Source: an optimization exercise on an open RTL-to-GDS flow (aim: small area, a short achievable clock period and few clock cycles per item). Production flows keep margins and buffers that such runs may drop.
The RTL was checked by simulation tests, not by an equivalence proof against the original design.
Power figures rest on the tool's default switching activity, not on a simulated workload.

<file path="design/flow/design.v">
package preprocess_pkg;
    localparam int unsigned NUM_ENTRY_DEFAULT = 36;
    localparam int unsigned WW_DEFAULT        = 5;
    localparam int unsigned OW_DEFAULT        = 6;
    typedef enum logic {
        IDLE = 1'b0,
        SCAN = 1'b1
    } state_t;
endpackage
module first_one_finder #(
    parameter int unsigned N = 36
) (
    input  logic [N-1:0] vec,
    output logic [N-1:0] first,
    output logic [N-1:0] rest,
    output logic         le1
);
    localparam int unsigned LG = (N > 1) ? $clog2(N) : 1;
    logic [LG:0][N-1:0] pre;
    logic [N-1:0]       below;   
    always_comb begin
        pre[0] = vec;
        for (int k = 0; k < LG; k++) begin
            for (int i = 0; i < N; i++) begin
                if (i >= (1 << k)) pre[k+1][i] = pre[k][i] | pre[k][i-(1<<k)];
                else               pre[k+1][i] = pre[k][i];
            end
        end
        below = {pre[LG][N-2:0], 1'b0};
        first = vec & ~below;
        rest  = vec & below;
        le1   = ~|rest;
    end
endmodule
module filter_compactor #(
    parameter  int unsigned NUM_ENTRY = preprocess_pkg::NUM_ENTRY_DEFAULT,
    parameter  int unsigned WW        = preprocess_pkg::WW_DEFAULT,
    parameter  int unsigned OW        = preprocess_pkg::OW_DEFAULT,
    localparam int unsigned IW        = $clog2(NUM_ENTRY),
    localparam int unsigned CW        = $clog2(NUM_ENTRY + 1)
) (
    input  logic                    clk,
    input  logic                    reset,
    input  logic                    in_valid,
    output logic                    in_ready,
    input  logic [NUM_ENTRY-1:0]    in_bit,
    input  logic [NUM_ENTRY*WW-1:0] in_weight,
    input  logic [NUM_ENTRY*OW-1:0] in_out,
    input  logic [NUM_ENTRY-1:0]    in_drop,
    output logic                    out_valid,
    input  logic                    out_ready,
    output logic                    out_bit,
    output logic [WW-1:0]           out_weight,
    output logic [OW-1:0]           out_out,
    output logic [IW-1:0]           out_index,
    output logic                    out_last,
    output logic [CW-1:0]           kept_count,
    output logic                    frame_empty
);
    localparam int unsigned DW = 1 + WW + OW;               
    localparam int unsigned GS = 6;                         
    localparam int unsigned NG = (NUM_ENTRY + GS - 1) / GS;
    localparam int unsigned GW = $clog2(GS + 1);
    logic [NUM_ENTRY-1:0]   keep;
    logic [NG-1:0][GW-1:0]  grp_d, grp_q;
    logic [IW-1:0]          fidx_d, fidx_q;
    logic                   all_drop;
    always_comb begin
        keep     = ~in_drop;
        all_drop = &in_drop;
        for (int g = 0; g < NG; g++) begin
            grp_d[g] = '0;
            for (int j = 0; j < GS; j++) begin
                if (g * GS + j < NUM_ENTRY) grp_d[g] = grp_d[g] + GW'(keep[g*GS+j]);
            end
        end
        fidx_d = '0;
        for (int i = NUM_ENTRY - 1; i >= 0; i--) begin
            if (keep[i]) fidx_d = IW'(i);
        end
    end
    always_ff @(posedge clk) begin
        grp_q  <= grp_d;
        fidx_q <= fidx_d;
    end
    logic [CW-1:0]        cnt_pre;
    logic                 empty_pre;
    logic                 single_pre;
    logic [NUM_ENTRY-1:0] fdec;
    logic [NG-1:0]        grp_lsb;
    logic                 grp_big;
    logic                 grp_two;
    always_comb begin
        cnt_pre = '0;
        grp_big = 1'b0;
        grp_two = 1'b0;
        for (int g = 0; g < NG; g++) begin
            cnt_pre    = cnt_pre + CW'(grp_q[g]);
            grp_lsb[g] = grp_q[g][0];
            grp_big    = grp_big | (|grp_q[g][GW-1:1]);
        end
        for (int g = 0; g < NG; g++) begin
            for (int h = g + 1; h < NG; h++) begin
                grp_two = grp_two | (grp_lsb[g] & grp_lsb[h]);
            end
        end
        empty_pre  = ~grp_big & ~|grp_lsb;
        single_pre = ~grp_big & ~grp_two & |grp_lsb;
        for (int i = 0; i < NUM_ENTRY; i++) begin
            fdec[i] = (fidx_q == IW'(i));
        end
    end
    logic [NUM_ENTRY-1:0]        bit_q,    bit_d;
    logic [NUM_ENTRY*WW-1:0]     weight_q, weight_d;
    logic [NUM_ENTRY*OW-1:0]     out_q,    out_d;
    logic [NUM_ENTRY-1:0]        mask;
    logic                        mask_zero;    
    logic [NUM_ENTRY-1:0] low, rest;
    logic                 le1;
    first_one_finder #(
        .N (NUM_ENTRY)
    ) u_finder (
        .vec   (mask),
        .first (low),
        .rest  (rest),
        .le1   (le1)
    );
    always_comb begin
        bit_d    = mask_zero ? in_bit    : bit_q;
        weight_d = mask_zero ? in_weight : weight_q;
        out_d    = mask_zero ? in_out    : out_q;
    end
    always_ff @(posedge clk) begin
        bit_q    <= bit_d;
        weight_q <= weight_d;
        out_q    <= out_d;
    end
    logic                 acc, acc_full, adv;
    logic [NUM_ENTRY-1:0] sel;
    logic [DW-1:0]        nxt_data;
    logic [IW-1:0]        low_idx, nxt_idx;
    logic                 nxt_last;
    logic [NUM_ENTRY-1:0] mask_d;
    logic                 mask_zero_d;
    always_comb begin
        acc      = in_valid & in_ready;
        acc_full = acc & mask_zero;
        adv      = out_ready | ~out_valid;
        sel = low | (fdec & {NUM_ENTRY{mask_zero}});
        nxt_data = '0;
        for (int i = 0; i < NUM_ENTRY; i++) begin
            nxt_data = nxt_data | ({DW{sel[i]}} &
                       {bit_d[i], weight_d[i*WW +: WW], out_d[i*OW +: OW]});
        end
        low_idx = '0;
        for (int i = 0; i < NUM_ENTRY; i++) begin
            low_idx = low_idx | (low[i] ? IW'(i) : IW'(0));
        end
        nxt_idx  = mask_zero ? fidx_q : low_idx;
        nxt_last = mask_zero ? single_pre : le1;
        mask_d = ({NUM_ENTRY{acc_full}} & keep & ~({NUM_ENTRY{adv}} & fdec)) |
                 (mask & (rest | {NUM_ENTRY{~adv}}));
        mask_zero_d = acc_full ? (empty_pre | (adv & single_pre))
                               : (mask_zero | (adv & le1));
    end
    always_ff @(posedge clk or posedge reset) begin
        if (reset) begin
            mask        <= '0;
            mask_zero   <= 1'b1;
            in_ready    <= 1'b0;
            out_valid   <= 1'b0;
            kept_count  <= '0;
            frame_empty <= 1'b0;
        end else begin
            mask        <= mask_d;
            mask_zero   <= mask_zero_d;
            in_ready    <= in_valid & ~acc & (mask_zero_d | all_drop);
            if (adv) out_valid <= mask_zero ? (acc_full & ~empty_pre) : 1'b1;
            if (acc) kept_count <= cnt_pre;
            frame_empty <= acc & empty_pre;
        end
    end
    always_ff @(posedge clk) begin
        if (adv) begin
            {out_bit, out_weight, out_out} <= nxt_data;
            out_index <= nxt_idx;
            out_last  <= nxt_last;
        end
    end
endmodule
</file>
<file path="design/flow/config.mk">
export PLATFORM = sky130hd
export DESIGN_NAME = filter_compactor
export DESIGN_NICKNAME = filter_compactor
export VERILOG_FILES = /design/flow/design.v
export SDC_FILE = /design/flow/constraint.sdc
export NUM_CORES = 4
export LEC_CHECK = 0
export ABC_CLOCK_PERIOD_IN_PS = 2400
export CAP_MARGIN = 20
export CORE_MARGIN = 2
export CORE_UTILIZATION = 55
export SETUP_SLACK_MARGIN = 3.6
export SLEW_MARGIN = 20
</file>
<file path="design/flow/run.sh">
#!/bin/bash
# synth_recipe.tcl (not shown) runs the flow's synth.tcl, then flattens the netlist and writes it again
# the make line also repeats each setting of config.mk as NAME=value (left out here)
make -C /OpenROAD-flow-scripts/flow DESIGN_CONFIG=/design/flow/config.mk WORK_HOME=/design/flow/orfs CLKGATE_MAP_FILE= SYNTH_SCRIPT=/design/flow/synth_recipe.tcl finish
</file>
<file path="design/flow/constraint.sdc">
create_clock -name core_clock -period 6.0 [get_ports {clk}]
set_input_delay 1.2000 -clock core_clock [delete_from_list [all_inputs] [get_ports {clk}]]
set_output_delay 1.2000 -clock core_clock [all_outputs]
set_load 0.01 [all_outputs]
</file>
==> results.yml, run 1 <==
outcome:
  outcome: "finished clean"
critical_path:
  worstPathArrival_ns: 3.83
  crit_path_start_kind: "flop"
  crit_top_cell: "nand4_1"
  path_cells: "buf_4, nor2b_1, nand2_2, o22ai_2, a222oi_1, nand4_1, nor4_4, nand4_1"
  crit_type: "reg2reg"
  worstPathMaxFanout: 17
  end_kind: "flop"
  worstPathRequired_ns: 6.36
  max_stage_delay_ns: 0.75
  crit_path_top_delay_cell: "a222oi_1"
cts:
  clock-sinks: 521
  clkLatencyLatePin_ns: 0.63
  cts_tree: "built"
  htreeDepth: 2
  path_clk_slew_ns: 0.06
  cts-hold-fix-buffers: 0
  cts.path.max_buffers: 3
  numCtsBuffers: 53
  cts_root_buf: "clkbuf_16"
cells_and_area:
  area_delta_synth_final_pct: 46.56
  fin_nets: 3257
  multi_input_area_mm2: 0.01255
  drive_above_1_share_pct: 33.65
  seq_area_mm2: 0.01089
  fill_cells: 2300
power:
  p_leak_uw: 0.01353
  switching_power_uw: 8073
  intPower_uw: 12480
  vdd_drop_max_mv: 0.3505
  p_comb_share_pct: 53.2
  powerDensity_mw_per_mm2: 611.5
  p_total_uw: 20560
  p_seq_share_pct: 30.2
  pwr-share-clk_pct: 16.6
  p_sw_share_pct: 39.27
floorplanning:
  die_w_um: 208.2
  rows: 74
  core_area_mm2: 0.04102
  ios: 500
  die_y_um: 208.2
  start_util_pct: 55.92
  die-area_mm2: 0.04335
yosys:
  synthesis.nets: 2629
  synth_top_area_cell: "dfxtp_1"
  synthCells: 2109
  avgSynthCellArea_um2: 10.88
  synth_common_cells: "dfxtp_1 (456), mux2_2 (401), nand2_1 (123)"
  synth_area_leaders: "dfxtp_1 (40%), mux2_2 (20%), dfrtp_1 (4.9%), fa_1 (2.6%), edfxtp_1 (2.5%)"
  synth-seq-area-share_pct: 47.31
  synth_warnings: 2
  synth-seq-cells: 521
  synth_most_common_cell: "dfxtp_1"
  yosys.cell_types.count: 86
  synth_area_mm2: 0.02294
  synth_edf_count: 19
  async_reset_ff_share_pct: 8.829
  synth_flop_cell: "dfxtp_1"
  yosys.area.top_type_share_pct: 39.80
grt:
  grt_pass1_wl_um: 145500
  grt_max_degree: 47
  grtUsageTotal_pct: 45.45
  grt_antenna_before_repair: 22
  gr-total-overflow: 0
  first_global_vias: 22290
timing:
  clock_skew_ns: 0.04251
  hold_viol_final: 0
  finalSetupTns_ns: 0
  period_share_pct: 57.93
  finalMaxSlewViolations: 0
  period_needed_ns: 3.476
  worst_slew_pin_slew_ns: 0.9668
  rsz0062_at_grt: "yes"
  finalSetupViolCount: 0
  fmax_mhz: 287.7
  slew_headroom_pct: 35.42
route:
  final_antenna_net_count: 0
  drtIter0Drc: 2613
  via_per_inst: 6.664
  num_vias: 22190
  drt_wl_total_um: 104600
  dr_wl_met2_um: 47400
  wl_met1_um: 36090
  met3_length_um: 11540
  wl_per_cell_um: 31.42
  drt_drc_violations_left: 0
  first_pass_iters: 8
  routed.top_layer: "met5"
placed_design:
  gp_congestion: 1.018
  hpwlAfterDp_um: 68480
  io_buffers: 499
job:
  drv_cap: 0
hold_path:
  hold_path_class: "reg2reg"
## kinds of logic after synthesis
| kind of cell | count (synthesis) | synth area share [%] |
|---|---|---|
| AOI/OAI and AO/OA | 397 | 12.94 |
| xor gates and xnor gates | 1 | 0.03819 |
| adders and majority gates | 49 | 3.644 |
| buffers and inverters | 215 | 3.775 |
| DFF | 521 | 47.31 |
| muxes | 433 | 21.08 |
| and+or+nand+nor | 493 | 11.21 |
## metrics by stage
stage	cells	cell area, µm²	hold WS [ns]	utilization [%]	setup WS [ns]
2_1_floorplan	2109	23450	0.4166	-	2.783
3_3_place_gp	3063	28700	0.4275	69.96	1.288
3_5_place_dp	3063	28700	0.4424	69.98	1.252
4_1_cts	3280	32800	0.4589	79.96	2.695
5_1_grt	3329	33610	0.4854	81.95	2.538
6_report	3330	33610	0.4680	81.95	2.524
## final timing paths
path	to	depth (start not counted)	from	slack, ns
max	out_weight[3]	8	fidx_q[1]	2.52
min	out_q[192]	2	out_q[192]	0.47
max reg2reg	out_weight[3]	8	fidx_q[1]	2.52
min reg2reg	out_q[192]	2	out_q[192]	0.47
max in group asynchronous	mask[27]	3	reset	4.43
min in group asynchronous	mask[19]	3	reset	1.06
## registers in the layout (all words and copies together), names as in the netlist
register / flops
out_out: 6
kept_count: 6
out_weight: 5
out_valid: 1
fidx_q: 6
in_ready: 1
bit_q: 36
grp_q: 18
out_last: 1
mask_zero: 1
weight_q: 180
mask: 36
out_bit: 1
out_q: 216
out_index: 6
frame_empty: 1
## repair_timing
item                                    in CTS  in global routing
gates resized for setup                    497                 90
setup buffers                              101                 25
hold endpoints to repair                     0                  0
pin swaps                                   92                 57
gates cloned                                19                  6
endpoints found under the setup margin     425                 70
## critical path, delay by kind of cell, from the launching register on
kind            cells  cell delay [ns]
flops               1             0.32
buf+inv             1             0.28
simple gates        5             1.46
compound gates      2             1.16
## cell usage in the layout, fill, tap and decap left out, drive strengths merged, types with 42 or more instances in the layout
cell type | netlist | layout
o31ai | 42 | 42
buf | 62 | 225
clkdlybuf4s50 | 0 | 437
mux2 | 401 | 401
clkbuf | 55 | 90
dfxtp | 456 | 456
dfrtp | 45 | 45
o21ai | 66 | 66
inv | 97 | 99
a22oi | 55 | 55
nand2 | 123 | 123
nor2 | 94 | 94
nand3 | 51 | 51
## cell type report
| cell class | instances | share of cell area [%] |
|---|---|---|
| sequential | 521 | 32.41 |
| antenna | 19 | 0.1414 |
| timing repair buffer | 689 | 21.72 |
| clock inverter | 13 | 0.5658 |
| clock buffer | 84 | 4.742 |
| tap | 532 | 1.980 |
| multi-input combinational | 1374 | 37.34 |
| inverter | 98 | 1.105 |
## power groups by stage
stage / Sequential (µW) / Clock [µW] / Combinational [µW]
3_3_place_gp: 6120 / 0 / 7550
4_1_cts: 6090 / 3370 / 9710
5_1_grt: 6310 / 3530 / 11300
6_report: 6210 / 3410 / 10900
2_1_floorplan: 5840 / 0 / 5540
3_5_place_dp: 6220 / 0 / 7690
## routing by layer
layer | vias up | track usage, %
met4 | 4 | 33.44
li1 | 9086 | -
met5 | - | 0
met3 | 567 | 11.05
met2 | 1807 | 73.18
met1 | 10730 | 53.00
Testbench counts, summed over its fixed seeds: cycles 29,203, items 29,100.
==> run 2: changes to the inputs <==
--- a/design/flow/config.mk
+++ b/design/flow/config.mk
@@ -5,7 +5,6 @@
 export SDC_FILE = /design/flow/constraint.sdc
 export NUM_CORES = 4
 export LEC_CHECK = 0
-export ABC_CLOCK_PERIOD_IN_PS = 2400
 export CAP_MARGIN = 20
 export CORE_MARGIN = 2
 export CORE_UTILIZATION = 55
==> run 2 against run 1 <==
Net effect: clock power barely moved; cell area is the same; highest routed layer unchanged; still clean; total power is the same; sequential power about the same; critical endpoint unchanged; critical path depth unchanged; register-to-register slack about the same; clock skew unchanged; synthesized cell count stayed put; critical path type unchanged.
==> results.yml, run 2 <==
outcome:
  outcome: "finished clean"
hold_path:
  hold_start: "out_q[192]"
  whs_path_depth: 2
  min_to: "out_q[192]"
  hold_path_class: "reg2reg"
yosys:
  synth-seq-cells: 521
  synth_most_common_cell: "dfxtp_1"
  synthCells: 2109
  yosys.area.top_type_share_pct: 39.80
  synth_warnings: 2
  avgSynthCellArea_um2: 10.88
  synth_edf_count: 19
  yosys.cell_types.count: 86
  synth_common_cells: "dfxtp_1 (456), mux2_2 (401), nand2_1 (123)"
  synthesis.nets: 2629
  synth-seq-area-share_pct: 47.31
  synth_area_mm2: 0.02294
  async_reset_ff_share_pct: 8.829
  synth_flop_cell: "dfxtp_1"
  synth_area_leaders: "dfxtp_1 (40%), mux2_2 (20%), dfrtp_1 (4.9%), fa_1 (2.6%), edfxtp_1 (2.5%)"
  synth_top_area_cell: "dfxtp_1"
timing:
  fmax_mhz: 287.7
  finalSetupTns_ns: 0
  finalSetupViolCount: 0
  worst_slew_pin_slew_ns: 0.9668
  holdWs_ns: 0.4680
  period_needed_ns: 3.476
  timing.final.ws_setup_ns: 2.524
  slew_headroom_pct: 35.42
  finalMaxSlewViolations: 0
  period_share_pct: 57.93
  rsz0062_at_grt: "yes"
  clock_skew_ns: 0.04251
  hold_viol_final: 0
critical_path:
  r2r-end: "out_weight[3]"
  worst_r2r_startpoint: "fidx_q[1]"
  worstPathArrival_ns: 3.83
  end_kind: "flop"
  worstPathMaxFanout: 17
  crit_type: "reg2reg"
  rrSetupSlack_ns: 2.52
  reg2reg_depth: 8
  crit_path_start_kind: "flop"
  worstPathRequired_ns: 6.36
cells_and_area:
  largest_reg_flops: 216
  area_delta_synth_final_pct: 46.56
  regMostFlops: "out_q"
  top_regs: "out_q x216, weight_q x180"
  fin_area_mm2: 0.03361
  final_common_cell: "dfxtp_1"
  final_cell_mix: "dfxtp_1 (447), clkdlybuf4s50_1 (437), mux2_2 (377), nand2_1 (110), buf_4 (110)"
  drive_above_1_share_pct: 33.65
  fin_nets: 3257
route:
  wl_per_cell_um: 31.42
  drtIter0Drc: 2613
  drt_drc_violations_left: 0
  drt_wl_total_um: 104600
  num_vias: 22190
  first_pass_iters: 8
  final_antenna_net_count: 0
  via_per_inst: 6.664
floorplanning:
  ios: 500
  die-area_mm2: 0.04335
  core_area_mm2: 0.04102
  rows: 74
  die_y_um: 208.2
  start_util_pct: 55.92
  die_w_um: 208.2
grt:
  grtUsageTotal_pct: 45.45
  gr-total-overflow: 0
  first_global_vias: 22290
  grt_pass1_wl_um: 145500
  grt_antenna_before_repair: 22
  grt_max_degree: 47
cts:
  path_clk_slew_ns: 0.06
  cts_root_buf: "clkbuf_16"
  clkLatencyLatePin_ns: 0.63
  numCtsBuffers: 53
  cts.path.max_buffers: 3
  clock-sinks: 521
  htreeDepth: 2
  cts_tree: "built"
power:
  p_leak_uw: 0.01353
  p_total_uw: 20560
  vdd_drop_max_mv: 0.3505
  powerDensity_mw_per_mm2: 611.5
placed_design:
  gp_congestion: 1.018
  hpwlAfterDp_um: 68480
  dp_slack_ns: 1.252
  io_buffers: 499
  placedInstanceArea_mm2: 0.02870
job:
  drv_cap: 0
-- run 2: metrics by stage --
step	util, %	std cells
2_1_floorplan	-	2109
3_3_place_gp	69.96	3063
3_5_place_dp	69.98	3063
4_1_cts	79.96	3280
5_1_grt	81.95	3329
6_report	81.95	3330
-- run 2: final cells by class --
class / instances / area, µm²
clock inverter: 13 / 190.2
multi-input combinational: 1374 / 12550
antenna: 19 / 47.55
fill: 2300 / 7402
inverter: 98 / 371.6
timing repair buffer: 689 / 7301
tap: 532 / 665.6
sequential: 521 / 10890
clock buffer: 84 / 1594
-- run 2: logic make-up (layout without fill, tap and decap cells) --
| logic type | count (synthesis) | after routing | synth area share (%) |
|---|---|---|---|
| xor gates and xnor gates | 1 | 1 | 0.03819 |
| buffers and inverters | 215 | 884 | 3.775 |
| AOI/OAI and AO/OA | 397 | 397 | 12.94 |
| and+or+nand+nor | 493 | 494 | 11.21 |
| adders and majority gates | 49 | 49 | 3.644 |
| other | 0 | 19 | 0 |
| muxes | 433 | 433 | 21.08 |
| DFF | 521 | 521 | 47.31 |
-- run 2: repair_timing --
action | CTS | global route
setup buffers | 101 | 25
hold buffers | 0 | 0
pin swaps | 92 | 57
endpoints found under the setup margin | 425 | 70
cloned | 19 | 6
resized for setup | 497 | 90
-- run 2: worst max path at each step --
stage,depth (start not counted),startpoint,to
after floorplan,6,in_out[32],out_out[2]
after global placement,6,mask_zero,out_weight[3]
after detailed placement,6,mask_zero,out_weight[3]
after CTS,7,mask_zero,out_out[2]
after global routing,8,mask_zero,out_bit
final,8,fidx_q[1],out_weight[3]
-- run 2: worst max-delay path, stage by stage (launching register included) --
cell and delay, ns:
dfxtp_1 0.32, buf_4 0.28, nor2b_1 0.14, nand2_2 0.30, o22ai_2 0.41, a222oi_1 0.75
nand4_1 0.49, nor4_4 0.38, nand4_1 0.15
-- run 2: power by group --
group          internal, µW  switching (µW)  leakage [µW]
clock                  1960            1450      0.000869
sequential             5380             832       0.00462
combinational          5140            5790       0.00804
-- run 2: routing by layer --
layer	vias to the layer above	wire length, µm	GRT usage, %
met1	10730	36090	53.00
met4	4	9567	33.44
met5	-	27	0
met2	1807	47400	73.18
li1	9086	-	-
met3	567	11540	11.05
==> run 3: changes to the inputs <==
--- a/design/flow/config.mk
+++ b/design/flow/config.mk
@@ -8,5 +8,6 @@
 export CAP_MARGIN = 20
 export CORE_MARGIN = 2
 export CORE_UTILIZATION = 55
+export CTS_BUF_LIST = sky130_fd_sc_hd__clkbuf_4 sky130_fd_sc_hd__clkbuf_8
 export SETUP_SLACK_MARGIN = 3.6
 export SLEW_MARGIN = 20
==> run 3 against run 2 <==
Net effect: via count grew 0.61%; global-route usage fell by 1.2 points; clock-buffer cell count is 52 higher; critical path depth decreased by 1; largest cell class unchanged; cell count rose by 1.4%; critical endpoint unchanged; core utilization decreased by 0.58 points; largest power group unchanged; clock skew increased by 0.0014 ns.
==> results.yml, run 3 <==
timing:
  period_needed_ns: 3.448
  slew_headroom_pct: 34.07
  worst_slew_pin_slew_ns: 0.9890
  timing.final.ws_setup_ns: 2.552
  holdWs_ns: 0.4682
  rsz0062_at_grt: "yes"
  period_share_pct: 57.46
  clock_skew_ns: 0.04386
  fmax_mhz: 290.1
  finalMaxSlewViolations: 0
  hold_viol_final: 0
  finalSetupViolCount: 0
  finalSetupTns_ns: 0
yosys:
  synth_top_area_cell: "dfxtp_1"
  synthCells: 2109
  synth_area_mm2: 0.02294
  yosys.cell_types.count: 86
  synth_most_common_cell: "dfxtp_1"
  synth-seq-area-share_pct: 47.31
  synth_warnings: 2
  synth_common_cells: "dfxtp_1 (456), mux2_2 (401), nand2_1 (123)"
  synthesis.nets: 2629
  yosys.area.top_type_share_pct: 39.80
  synth_edf_count: 19
  synth_flop_cell: "dfxtp_1"
  avgSynthCellArea_um2: 10.88
  async_reset_ff_share_pct: 8.829
  synth_area_leaders: "dfxtp_1 (40%), mux2_2 (20%), dfrtp_1 (4.9%), fa_1 (2.6%), edfxtp_1 (2.5%)"
  synth-seq-cells: 521
cells_and_area:
  drive_above_1_share_pct: 35.10
  top_regs: "out_q x216, weight_q x180"
  fin_util_pct: 81.38
  stdcell_count: 3378
  final_common_cell: "dfxtp_1"
  area_delta_synth_final_pct: 45.53
  largest_reg_flops: 216
  final_cell_mix: "dfxtp_1 (447), clkdlybuf4s50_1 (440), mux2_2 (382), buf_4 (116), nand2_1 (107)"
  regMostFlops: "out_q"
  fin_nets: 3279
critical_path:
  worstPathRequired_ns: 6.41
  worstPathArrival_ns: 3.86
  worstPathMaxFanout: 13
  r2r-end: "out_weight[3]"
  startpoint: "mask_zero"
  crit_type: "reg2reg"
  path_cells: "or3b_4, o21bai_2, buf_4, a222oi_1, nand4_1, nor4_4, nand4_1"
  crit_cells: 7
  crit_path_top_delay_cell: "a222oi_1"
  max_stage_delay_ns: 0.75
  rrSetupSlack_ns: 2.55
  crit_path_start_kind: "flop"
  path_delay_family: "simple AND/OR/NAND/NOR gates"
  end_kind: "flop"
  reg2reg_depth: 7
  crit_top_cell: "nand4_1"
  critPathBufInv: 1
  worst_r2r_startpoint: "mask_zero"
hold_path:
  hold_start: "out_q[26]"
  min_to: "out_q[26]"
  hold_path_class: "reg2reg"
  whs_path_depth: 2
power:
  vdd_drop_max_mv: 0.3125
  p_seq_share_pct: 30.6
  intPower_uw: 12230
  p_sw_share_pct: 39.61
  p_comb_share_pct: 53.1
  pwr-share-clk_pct: 16.3
  p_leak_uw: 0.01353
  powerDensity_mw_per_mm2: 606.5
  switching_power_uw: 8018
floorplanning:
  core_area_mm2: 0.04102
  ios: 500
  die_y_um: 208.2
  start_util_pct: 55.92
  die-area_mm2: 0.04335
  rows: 74
  die_w_um: 208.2
route:
  via_per_inst: 6.610
  final_antenna_net_count: 0
  drt_wl_total_um: 104400
  first_pass_iters: 11
  drt_drc_violations_left: 0
  wl_per_cell_um: 30.91
  num_vias: 22330
  drtIter0Drc: 2742
placed_design:
  dp_slack_ns: 1.252
  gp_congestion: 1.018
  io_buffers: 499
  hpwlAfterDp_um: 68480
  dp.cells: 3063
cts:
  path_clk_slew_ns: 0.06
  htreeDepth: 3
  cts-hold-fix-buffers: 0
  cts.path.max_buffers: 3
  cts_tree: "built"
  clkLatencyLatePin_ns: 0.71
  cts_root_buf: "clkbuf_8"
  clock-sinks: 521
  numCtsBuffers: 83
grt:
  grt_max_degree: 47
  grt_antenna_before_repair: 24
  grtUsageTotal_pct: 44.25
  first_global_vias: 21990
  gr-total-overflow: 0
  grt_pass1_wl_um: 141600
outcome:
  outcome: "finished clean"
job:
  drv_cap: 0
run 3: cell families (layout without fill, tap and decap cells):
group / count (synthesis) / after routing / synth area share [%]
AOI/OAI and AO/OA: 397 / 397 / 12.94
other: 0 / 20 / 0
xor gates and xnor gates: 1 / 1 / 0.03819
and+or+nand+nor: 493 / 493 / 11.21
adders and majority gates: 49 / 49 / 3.644
muxes: 433 / 433 / 21.08
buffers and inverters: 215 / 932 / 3.775
DFF: 521 / 521 / 47.31
run 3: stage by stage:
step | cell area [µm²] | total power (µW)
2_1_floorplan | 23450 | 11380
3_3_place_gp | 28700 | 13670
4_1_cts | 32120 | 18560
6_report | 33380 | 20240
3_5_place_dp | 28700 | 13910
5_1_grt | 33370 | 20800
run 3: worst max-delay path by stage:
stage                    end  slack (ns)
6_report       out_weight[3]        2.55
3_5_place_dp   out_weight[3]        1.25
3_3_place_gp   out_weight[3]        1.29
5_1_grt        out_weight[3]        2.55
2_1_floorplan     out_out[2]        2.78
4_1_cts           out_out[2]        2.65
run 3: cell type report:
cell class                      count  area [µm²]
Antenna cell                       20       50.05
Clock buffer                      136        1653
Clock inverter                     16       136.4
Fill cell                        2363        7639
Inverter                           98       367.9
Multi-Input combinational cell   1373       12450
Sequential cell                   521       10890
Tap cell                          532       665.6
Timing Repair Buffer              682        7166
run 3: repair_timing:
item,CTS,global route
gates resized for setup,398,128
gates cloned,14,14
endpoints found under the setup margin,396,87
buffers inserted,77,38
pin swaps,54,74
run 3: tightest hold or removal path: cells and delay by family, from the launching register on:
| family | cells | cell delay (ns) |
|---|---|---|
| buffers and inverters | 1 | 0.05 |
| DFF | 1 | 0.31 |
| muxes | 1 | 0.08 |
run 3: power by group through the flow:
stage                     Clock [µW]  Combinational (µW)  Sequential, µW
after floorplan                    0                5540            5840
after CTS                       3250                9250            6060
after global placement             0                7550            6120
final                           3290               10800            6190
after detailed placement           0                7690            6220
after global routing            3430               11100            6300
run 3: per-layer routing:
| metal | share of wire, % | GRT usage (%) |
|---|---|---|
| met4 | 8.2 | 31.90 |
| met3 | 12 | 11.17 |
| met1 | 34 | 50.81 |
| met5 | 0.11 | 0 |
| met2 | 46 | 72.18 |
==> run 4: changes to the inputs <==
--- a/design/flow/config.mk
+++ b/design/flow/config.mk
@@ -7,7 +7,5 @@
 export LEC_CHECK = 0
 export CAP_MARGIN = 20
 export CORE_MARGIN = 2
-export CORE_UTILIZATION = 55
-export CTS_BUF_LIST = sky130_fd_sc_hd__clkbuf_4 sky130_fd_sc_hd__clkbuf_8
-export SETUP_SLACK_MARGIN = 3.6
+export CORE_UTILIZATION = 40
 export SLEW_MARGIN = 20
==> run 4 against run 3 <==
Net effect: clock power is 9.4% higher; worst hold slack worse by 0.0093 ns; wire length is 4.1% lower; critical endpoint is now out_bit.
==> results.yml, run 4 <==
outcome:
  outcome: "finished clean"
cts:
  path_clk_slew_ns: 0.06
  cts.path.max_buffers: 3
  numCtsBuffers: 55
  cts_tree: "built"
  htreeDepth: 2
  cts-hold-fix-buffers: 0
  cts_resized: 0
  clock-sinks: 521
  clkLatencyLatePin_ns: 0.64
  postCtsSetupRepairBufs: 0
  cts_root_buf: "clkbuf_16"
grt:
  gr-total-overflow: 0
  first_global_vias: 19640
  grt_pass1_wl_um: 139500
  grt_max_degree: 134
  grtUsageTotal_pct: 32.51
  grt_antenna_before_repair: 16
placed_design:
  placedInstanceArea_mm2: 0.02888
  hpwlAfterDp_um: 77720
  dp_slack_ns: 1.441
  gp_congestion: 0.9432
  io_buffers: 499
floorplanning:
  die-area_mm2: 0.05927
  core_area_mm2: 0.05650
  die_w_um: 243.5
  die_y_um: 243.5
  ios: 500
  start_util_pct: 40.60
  rows: 87
critical_path:
  worstPathRequired_ns: 6.36
  crit_path_start_kind: "flop"
  crit_type: "reg2reg"
  worstPathArrival_ns: 4.97
  reg2reg_depth: 7
  end_kind: "flop"
  worstPathMaxFanout: 72
route:
  drtIter0Drc: 2053
  first_pass_iters: 6
  wl_per_cell_um: 29.32
  num_vias: 19490
  final_antenna_net_count: 0
  drt_wl_total_um: 100100
  via_per_inst: 5.705
  drt_drc_violations_left: 0
cells_and_area:
  area_delta_synth_final_pct: 34.52
  fin_area_mm2: 0.03085
  final_cell_mix: "clkdlybuf4s50_1 (499), dfxtp_1 (456), mux2_2 (401), nand2_1 (123), inv_1 (96)"
  regMostFlops: "out_q"
  seq_area_mm2: 0.01086
  multi_input_area_mm2: 0.01130
  fin_nets: 3121
  largest_reg_flops: 216
  drive_above_1_share_pct: 21.68
  fill_cells: 4968
  final_common_cell: "clkdlybuf4s50_1"
  top_regs: "out_q x216, weight_q x180"
hold_path:
  whs_path_depth: 2
  hold_path_class: "reg2reg"
yosys:
  synth_edf_count: 19
  avgSynthCellArea_um2: 10.88
  synth_top_area_cell: "dfxtp_1"
  synth_warnings: 2
  yosys.cell_types.count: 86
  synth_common_cells: "dfxtp_1 (456), mux2_2 (401), nand2_1 (123)"
  synth_flop_cell: "dfxtp_1"
  synth_area_mm2: 0.02294
  synthesis.nets: 2629
  synth_most_common_cell: "dfxtp_1"
  synth_area_leaders: "dfxtp_1 (40%), mux2_2 (20%), dfrtp_1 (4.9%), fa_1 (2.6%), edfxtp_1 (2.5%)"
  yosys.area.top_type_share_pct: 39.80
  async_reset_ff_share_pct: 8.829
  synthCells: 2109
  synth-seq-cells: 521
  synth-seq-area-share_pct: 47.31
timing:
  finalSetupTns_ns: 0
  rsz0062_at_grt: "no"
  worst_slew_pin_slew_ns: 1.202
  finalMaxSlewViolations: 0
  timing.final.ws_setup_ns: 1.395
  clock_skew_ns: 0.04390
  finalSetupViolCount: 0
  hold_viol_final: 0
  fmax_mhz: 217.2
  slew_headroom_pct: 18.73
  period_needed_ns: 4.605
  period_share_pct: 76.75
job:
  drv_cap: 0
power:
  powerDensity_mw_per_mm2: 570.2
  p_leak_uw: 0.01213
  p_total_uw: 17590
  vdd_drop_max_mv: 0.2797
[run 4: cell counts after synthesis]
No cell type changed its count.
[run 4: final timing paths]
| kind | endpoint | from | slack [ns] |
|---|---|---|---|
| worst max-delay path | out_bit | mask_zero | 1.40 |
| worst min-delay path | out_q[192] | out_q[192] | 0.46 |
| worst max register to register | out_bit | mask_zero | 1.40 |
| worst min register to register | out_q[192] | out_q[192] | 0.46 |
| max in group asynchronous | mask[16] | reset | 4.49 |
| min in group asynchronous | mask[11] | reset | 1.07 |
[run 4: layout make-up]
class / count / area share, %
inverter: 98 / 1.192
multi-input combinational: 1373 / 36.62
tap: 756 / 3.066
antenna: 13 / 0.1054
timing repair buffer: 552 / 17.56
clock buffer: 86 / 5.600
sequential: 521 / 35.18
clock inverter: 17 / 0.6732
[run 4: metrics by stage]
step	instances	hold WS [ns]	utilization (%)
2_1_floorplan	2109	0.4166	-
3_3_place_gp	3300	0.4295	51.10
3_5_place_dp	3300	0.4413	51.12
4_1_cts	3403	0.4580	54.54
5_1_grt	3411	0.4762	54.59
6_report	3416	0.4589	54.61
[run 4: logic make-up after synthesis]
| group | synth area share [%] |
|---|---|
| compound gates | 12.94 |
| simple gates | 11.21 |
| flops | 47.31 |
| buf+inv | 3.775 |
| xor+xnor | 0.03819 |
| mux | 21.08 |
| fa+ha+maj | 3.644 |
[run 4: critical path, stage by stage (launching register included)]
cell,delay (ns)
dfstp_4,1.19
buf_4,0.58
mux2_2,0.48
a222oi_1,0.49
nand4_1,0.16
a221oi_1,0.44
nand4_1,0.20
or4b_2,0.69
[run 4: power by group]
part	leakage, µW	internal [µW]	switching (µW)	total [µW]
clock	0.000957	2120	1480	3600
combinational	0.00653	3470	4420	7890
sequential	0.00465	5360	751	6110
total	0.0121	10900	6650	17600
[run 4: routing by layer]
metal,vias to the layer above,GRT usage [%],wire length (µm),share of wire [%]
met2,835,56.68,49250,49
met4,12,10.59,3165,3.2
met3,158,5.607,7282,7.3
li1,8798,-,-,-
met5,-,0,68,0.068
met1,9686,40.65,40380,40
==> run 5: changes to the inputs <==
==> design/flow/flow/run.sh (new file) <==
#!/bin/bash
# Layout flow: the standard ORFS flow (standard.sh) unchanged, except that
# the port buffers are the smallest buffer cell (buf_1) instead of the cell
# buffer_ports picks by default. Every input and output still gets a buffer.
# The full output of the flow goes to standard.log in the work folder; ORFS
# keeps each step's own log under orfs/logs/.
set -euo pipefail
bash standard.sh finish "BUFFER_PORTS_ARGS=-buffer_cell sky130_fd_sc_hd__buf_1" > standard.log 2>&1
==> design/flow/standard.sh (new file) <==
#!/bin/bash
# synth_recipe.tcl (not shown) runs the flow's synth.tcl, then flattens the netlist and writes it again
# the make line also repeats each setting of config.mk as NAME=value (left out here)
make -C /OpenROAD-flow-scripts/flow DESIGN_CONFIG=/design/flow/config.mk WORK_HOME=/design/flow/orfs CLKGATE_MAP_FILE= SYNTH_SCRIPT=/design/flow/synth_recipe.tcl "${@:-finish}"
--- a/design/flow/config.mk
+++ b/design/flow/config.mk
@@ -7,5 +7,6 @@
 export LEC_CHECK = 0
 export CAP_MARGIN = 20
 export CORE_MARGIN = 2
-export CORE_UTILIZATION = 40
+export CORE_UTILIZATION = 55
+export SETUP_SLACK_MARGIN = 3.6
 export SLEW_MARGIN = 20
removed: design/flow/run.sh
==> run 5 against run 4 <==
Net effect: first-iteration DRC count increased by 26%; sequential share of layout area hardly changed; clock power fell by 3%; worst hold slack lost 0.0027 ns; worst setup slack better by 1.2 ns; wire length up 0.49%; fmax is 33% higher; still clean; via count up 10%; critical path depth up 2.
==> results.yml, run 5 <==
grt:
  grt_antenna_before_repair: 10
  gr-total-overflow: 0
  grtUsageTotal_pct: 43.64
  first_global_vias: 21250
  grt_max_degree: 53
  grt_pass1_wl_um: 139200
cells_and_area:
  stdcell_count: 3331
  final_common_cell: "buf_1"
  fin_area_mm2: 0.03092
  regMostFlops: "out_q"
  final_cell_mix: "buf_1 (474), dfxtp_1 (447), mux2_2 (381), buf_4 (116), nand2_1 (113)"
  area_delta_synth_final_pct: 34.80
  fin_util_pct: 75.38
  fin_nets: 3271
  drive_above_1_share_pct: 33.23
  largest_reg_flops: 216
  top_regs: "out_q x216, weight_q x180"
cts:
  cts.path.max_buffers: 3
  cts_root_buf: "clkbuf_16"
  clock-sinks: 521
  path_clk_slew_ns: 0.07
  cts-hold-fix-buffers: 0
  clkLatencyLatePin_ns: 0.63
  cts_tree: "built"
  htreeDepth: 2
  numCtsBuffers: 52
yosys:
  synth_area_mm2: 0.02294
  synth-seq-cells: 521
  synth_top_area_cell: "dfxtp_1"
  synth_common_cells: "dfxtp_1 (456), mux2_2 (401), nand2_1 (123)"
  synth_warnings: 2
  async_reset_ff_share_pct: 8.829
  synthesis.nets: 2629
  synth-seq-area-share_pct: 47.31
  synth_edf_count: 19
  avgSynthCellArea_um2: 10.88
  synth_most_common_cell: "dfxtp_1"
  yosys.cell_types.count: 86
  synth_flop_cell: "dfxtp_1"
  synthCells: 2109
  synth_area_leaders: "dfxtp_1 (40%), mux2_2 (20%), dfrtp_1 (4.9%), fa_1 (2.6%), edfxtp_1 (2.5%)"
  yosys.area.top_type_share_pct: 39.80
timing:
  hold_viol_final: 0
  worst_slew_pin_slew_ns: 0.9984
  period_needed_ns: 3.454
  slew_headroom_pct: 33.19
  fmax_mhz: 289.5
  period_share_pct: 57.57
  finalMaxSlewViolations: 0
  finalSetupTns_ns: 0
  rsz0062_at_grt: "yes"
  clock_skew_ns: 0.03850
  finalSetupViolCount: 0
floorplanning:
  ios: 500
  die_w_um: 208.2
  rows: 74
  core_area_mm2: 0.04102
  die_y_um: 208.2
  start_util_pct: 55.92
  die-area_mm2: 0.04335
route:
  drt_drc_violations_left: 0
  drt_wl_total_um: 100600
  via_per_inst: 6.456
  final_antenna_net_count: 0
  wl_per_cell_um: 30.21
  first_pass_iters: 8
  drtIter0Drc: 2579
  num_vias: 21510
critical_path:
  worstPathRequired_ns: 6.38
  end_kind: "flop"
  r2r-end: "out_out[2]"
  worstPathMaxFanout: 12
  worstPathArrival_ns: 3.83
  crit_path_start_kind: "flop"
  rrSetupSlack_ns: 2.55
  endpoint: "out_out[2]"
  crit_type: "reg2reg"
  worst_r2r_startpoint: "mask_zero"
  reg2reg_depth: 9
  startpoint: "mask_zero"
job:
  drv_cap: 0
power:
  p_total_uw: 20330
  powerDensity_mw_per_mm2: 657.7
  p_leak_uw: 0.01227
  vdd_drop_max_mv: 0.3857
placed_design:
  hpwlAfterDp_um: 69480
  io_buffers: 499
  dp.cells: 3066
  placedInstanceArea_mm2: 0.02560
  gp_congestion: 0.9885
hold_path:
  hold_path_class: "reg2reg"
outcome:
  outcome: "finished clean"
[run 5: cell counts after synthesis]
No cell type changed its count.
[run 5: layout make-up]
class                   count  area, µm²
multi-input cells        1373      12500
inverters                  98      367.9
clock buffers              86       1757
repair buffers            705       4611
well taps                 532      665.6
clock inverters            10      115.1
diodes                      6      15.01
flip-flops and latches    521      10890
fillers                  2856      10100
[run 5: per-stage QoR]
stage          hold WS [ns]  worst slack (ns)
3_3_place_gp         0.4290             1.779
3_5_place_dp         0.4363             1.746
6_report             0.4562             2.546
4_1_cts              0.4511             2.595
2_1_floorplan        0.4166             2.783
5_1_grt              0.4736             2.546
[run 5: cell families after synthesis]
| group | synth area share [%] |
|---|---|
| AOI/OAI and AO/OA | 12.94 |
| xor gates and xnor gates | 0.03819 |
| adders and majority gates | 3.644 |
| buffers and inverters | 3.775 |
| DFF | 47.31 |
| muxes | 21.08 |
| and+or+nand+nor | 11.21 |
[run 5: worst min-delay path by stage]
stage	from	endpoint	slack [ns]	depth (start not counted)
CTS	weight_q[155]	weight_q[155]	0.45	2
finish	weight_q[14]	weight_q[14]	0.46	2
global placement	weight_q[12]	weight_q[12]	0.43	2
floorplan	weight_q[12]	weight_q[12]	0.42	2
global route	out_q[16]	out_q[16]	0.47	2
detailed placement	weight_q[155]	weight_q[155]	0.44	2
[run 5: what timing repair did]
action	in CTS	in global routing
buffers inserted	95	42
endpoints found under the setup margin	199	60
gates resized for setup	276	128
pin swaps	81	76
gates cloned	15	11
[run 5: critical path, stage by stage, from the launching register on]
cell	delay (ns)
dfstp_4	0.52
buf_4	0.17
or3b_4	0.34
o2bb2ai_1	0.16
buf_6	0.21
a22oi_2	0.20
o211ai_1	0.17
or4_4	0.49
or4_4	0.57
a2111o_1	0.37
[run 5: power breakdown]
group          internal [µW]  leakage (µW)  switching [µW]
clock network           2050      0.000928            1440
logic                   4930       0.00671            5760
registers               5370       0.00463             793
total                  12300        0.0123            7990
[run 5: routing by layer]
metal / track usage, % / share of wire (%) / vias to the layer above / routed length, µm
met5: 0 / 0.057 / - / 57
met4: 24.26 / 7.8 / 8 / 7844
met3: 10.23 / 10 / 463 / 10380
met2: 73.40 / 46 / 1570 / 46450
met1: 51.56 / 36 / 10360 / 35910
li1: - / - / 9107 / -

==> afterwards: timing with drivers on the ports <==
The flow's constraints put no driver on any port. The routed layouts listed below were extracted and timed again, unchanged, in two steps.
Step 1: set_driving_cell puts a clkbuf_16 on clk and a buf_2 on each other input, an assumption about the parent block.
Step 2, shift: input delay + t, output delay - t, t = (earliest + latest rising clock arrival at the registers) / 2. This alone moves slack from input paths to output paths.
a / b / c = no drivers / after step 1 / after step 2; a / b = the first two.
| run | shift t [ns] | setup slack, ns | hold WS [ns] | worst setup path after step 2 | worst data-port slew with drivers (ns) |
|---|---|---|---|---|---|
| run 1 | 0.672 | 2.524 / 2.524 / 2.015 | 0.468 / 0.468 / 0.468 | input to register | 0.16 |
| run 2 | 0.672 | 2.524 / 2.524 / 2.015 | 0.468 / 0.468 / 0.468 | input to register | 0.16 |
| run 3 | 0.744 | 2.552 / 2.552 / 1.994 | 0.468 / 0.468 / 0.468 | input to register | 0.16 |
| run 4 | 0.671 | 1.395 / 1.395 / 1.266 | 0.459 / 0.459 / 0.459 | input to register | 0.18 |
| run 5 | 0.672 | 2.546 / 2.546 / 2.285 | 0.456 / 0.456 / 0.456 | input to register | 0.13 |
After both steps every run listed still meets setup and hold. The setup slack of run 3, which loses most, moves by 0.000 ns with the drivers and by -0.558 ns with both steps.
